Source: an optimization exercise on an open RTL-to-GDS flow (aim: small area and a short achievable clock period). Production flows keep margins and buffers that such runs may drop. Function was checked by simulation only, so behaviour that the tests miss may differ from the original. Power is estimated from default activity; no workload was simulated.

==> flow/design.v (excerpt) <==
module dmem_responder #(
  parameter int WAIT_CYCLES = 1,
  parameter int DEPTH       = dmem_pkg::DMEM_DEPTH
) (
  input  logic        clk,
  input  logic        rst_n,
  input  logic        req,
  input  logic        we,
  input  logic [7:0]  addr,
  input  logic [31:0] wdata,
  input  logic [3:0]  be,
  output logic [31:0] rdata,
  output logic        ack,
  output logic        err
);
Size: about 7,100 cells after synthesis.
Settings: LEC_CHECK=0, CAP_MARGIN=20, CORE_MARGIN=2, CORE_UTILIZATION=75, CTS_CLUSTER_DIAMETER=70, CTS_CLUSTER_SIZE=20, SETUP_SLACK_MARGIN=2.9, SLEW_MARGIN=20, SYNTH_HIERARCHICAL=1; clock period 5.0 ns.
run.sh (not shown) runs the stock make flow with config.mk's settings and CLKGATE_MAP_FILE= SYNTH_SCRIPT=/design/flow/synth_recipe.tcl, a recipe that flattens the netlist after the stock synthesis.
==> next run, changes <==
Settings changed: CTS_CLUSTER_SIZE 20 to 24, SETUP_SLACK_MARGIN 2.9 to 2.8.
Wire length hardly moves.
Via count goes down by 0.47%.
Final area went down by 0.89%.
Register-to-register slack loses 0.15 ns.
Power went down by 3.0%.
Setup slack improves by 0.034 ns.
Global-route usage is lower by 0.19 points.
Non-clock buffer count went down by 8.
Area after synthesis does not change.
Clock power decreases by about 7%.
Utilization is lower by 0.68 points.
==> next run, changes <==
==> flow/flow/run.sh (new file) <==
#!/bin/bash
# The standard layout, with clock tree synthesis clustering the register
# sinks in two levels. Synthesis is the standard synthesis, unchanged.
set -euo pipefail
bash standard.sh synth > synth.log 2>&1
bash standard.sh 'CTS_ARGS=-sink_clustering_enable -repair_clock_nets -sink_clustering_size 24 -sink_clustering_max_diameter 70 -sink_clustering_levels 2' \
  finish > layout.log 2>&1
==> flow/standard.sh (new file) <==
#!/bin/bash
# synth_recipe.tcl (not shown) runs the flow's synth.tcl, then flattens the netlist and writes it again
# the make line also repeats each setting of config.mk as NAME=value (left out here)
make -C /OpenROAD-flow-scripts/flow DESIGN_CONFIG=/design/flow/config.mk WORK_HOME=/design/flow/orfs CLKGATE_MAP_FILE= SYNTH_SCRIPT=/design/flow/synth_recipe.tcl "${@:-finish}"
Settings changed: SETUP_SLACK_MARGIN 2.8 to 2.9.
removed: flow/run.sh
The changed run finished clean.
Die area stays the same.
Routed wire length grows by 2.5%.
Clock skew barely changes.

Another version of the RTL of dmem_responder (not shown whole).
Size: roughly 7,100 cells after synthesis.
// dmem_responder
module dmem_responder #(
  parameter int WAIT_CYCLES = 1,
  parameter int DEPTH       = dmem_pkg::DMEM_DEPTH
) (
  input  logic        clk,
  input  logic        rst_n,
  input  logic        req,
  input  logic        we,
  input  logic [7:0]  addr,
  input  logic [31:0] wdata,
  input  logic [3:0]  be,
  output logic [31:0] rdata,
  output logic        ack,
  output logic        err
);
  localparam int AW = $clog2(DEPTH);
  logic        busy_r, resp_r, mis_r;
  logic        ack_r, err_r;
  logic        idle_s, accept_s, mis_in_s, go_s;
  logic [3:0]  be_s;
  logic [7:0]       wa_r, wb_r;
  logic [31:0]      cap_wdata_r;
  logic [3:0]       wlane_r;
  logic             rd_r;
  logic [DEPTH-1:0] rsel_r;
  assign idle_s   = ~(busy_r | resp_r | mis_r);
  assign accept_s = idle_s & req;
  assign mis_in_s = |addr[1:0];
  assign go_s     = accept_s & ~mis_in_s;
  assign be_s     = be;
  always_ff @(posedge clk or negedge rst_n) begin
    if (!rst_n) begin
      busy_r  <= 1'b0;
      resp_r  <= 1'b0;
      mis_r   <= 1'b0;
      ack_r   <= 1'b0;
      err_r   <= 1'b0;
      wlane_r <= 4'b0000;
      rd_r    <= 1'b0;
      rsel_r  <= '0;
    end else begin
      busy_r  <= go_s;
      mis_r   <= accept_s & mis_in_s;
      resp_r  <= busy_r;
      ack_r   <= resp_r | mis_r;
      err_r   <= mis_r;
      wlane_r <= {4{go_s & we}} & be_s;
      rd_r    <= go_s & ~we;
      for (int k = 0; k < DEPTH; k++) begin
        rsel_r[k] <= go_s & ~we & (addr[2 +: AW] == AW'(k));
      end
    end
  end
  always_ff @(posedge clk) begin
    for (int i = 0; i < 8; i++) begin
      wa_r[i] <= (addr[7:5] == 3'(i));
      wb_r[i] <= (addr[4:2] == 3'(i));
    end
    cap_wdata_r <= wdata;
  end
  dmem_array #(.DEPTH(DEPTH)) u_array (
    .clk  (clk),
    .rst_n(rst_n),
    .wa   (wa_r),
    .wb   (wb_r),
    .wlane(wlane_r),
    .wdata(cap_wdata_r),
    .rsel (rsel_r),
    .rd   (rd_r),
    .rdata(rdata)
  );
  assign ack = ack_r;
  assign err = err_r;
endmodule
==> flow/config.mk <==
export PLATFORM = sky130hd
export DESIGN_NAME = dmem_responder
export DESIGN_NICKNAME = dmem_responder
export VERILOG_FILES = /design/flow/design.v
export SDC_FILE = /design/flow/constraint.sdc
export NUM_CORES = 4
export LEC_CHECK = 0
export CAP_MARGIN = 20
export CORE_MARGIN = 2
export CORE_UTILIZATION = 55
export CTS_CLUSTER_DIAMETER = 70
export CTS_CLUSTER_SIZE = 24
export SETUP_SLACK_MARGIN = 2.5
export SLEW_MARGIN = 20
export SYNTH_HIERARCHICAL = 1
==> flow/constraint.sdc <==
create_clock -name core_clock -period 5.0 [get_ports {clk}]
set_input_delay 1.0000 -clock core_clock [delete_from_list [all_inputs] [get_ports {clk}]]
set_output_delay 1.0000 -clock core_clock [all_outputs]
set_load 0.01 [all_outputs]
standard.sh (not shown) runs the stock make flow with config.mk's settings and CLKGATE_MAP_FILE= SYNTH_SCRIPT=/design/flow/synth_recipe.tcl, a recipe that flattens the netlist after the stock synthesis.
==> flow/flow/run.sh <==
#!/bin/bash
# Standard ORFS layout, with two changes to how the resizer may work:
# port buffers are plain buffers (not delay cells) and sizing may change a
# cell's footprint. Synthesis is the standard synthesis, unchanged.
set -euo pipefail
bash standard.sh synth > synth.log 2>&1
bash standard.sh MATCH_CELL_FOOTPRINT=0 \
  'BUFFER_PORTS_ARGS=-buffer_cell sky130_fd_sc_hd__buf_4' \
  finish > layout.log 2>&1
The first run finished with timing, DRC and antenna clean.
Edit:
==> flow/run.sh (new file) <==
#!/bin/bash
# synth_recipe.tcl (not shown) runs the flow's synth.tcl, then flattens the netlist and writes it again
# the make line also repeats each setting of config.mk as NAME=value (left out here)
make -C /OpenROAD-flow-scripts/flow DESIGN_CONFIG=/design/flow/config.mk WORK_HOME=/design/flow/orfs CLKGATE_MAP_FILE= SYNTH_SCRIPT=/design/flow/synth_recipe.tcl finish
removed: flow/flow/run.sh
removed: flow/standard.sh
=> Clock-buffer cell count came out higher by 8. Global-route usage came out higher by 0.64 points. Sequential power is about the same. Cell count stays flat. Core utilization hardly moves. Wire length came out higher by 1.9%. Final area is about the same. Synthesized cell count is unchanged. Total power stays flat. Maximum frequency came out higher by 5.1%. Die area is unchanged.

[separate check: timing with driven ports]
The results above use ideal ports. As a check the final layouts listed here were re-extracted and re-timed, cells and wires unchanged.
Step 1: set_driving_cell puts a clkbuf_16 on clk and a buf_2 on each other input, an assumption about the parent block.
Step 2 times the ports against the registers' clock, not the clock port: input delays grow and output delays shrink by t, the midpoint of the rising clock arrivals with the driver on.
Three values: no drivers, after step 1, after step 2; two values: the first two.
run	t, ns	slack for setup (ns)	pins driven straight from the clock port
the first run of note 1	0.845	2.689 / 2.608 / 2.230	1
the second run of note 1	0.812	2.723 / 2.642 / 2.224	1
the third run of note 1	0.812	2.715 / 2.635 / 2.217	1
the first run of note 2	0.861	2.370 / 2.370 / 2.269	1
the second run of note 2	0.857	2.497 / 2.475 / 1.815	1
After both steps every run listed still meets setup and hold. For the second run of note 2, which loses most, drivers alone change the setup slack by -0.022 ns; drivers and shift together by -0.682 ns.
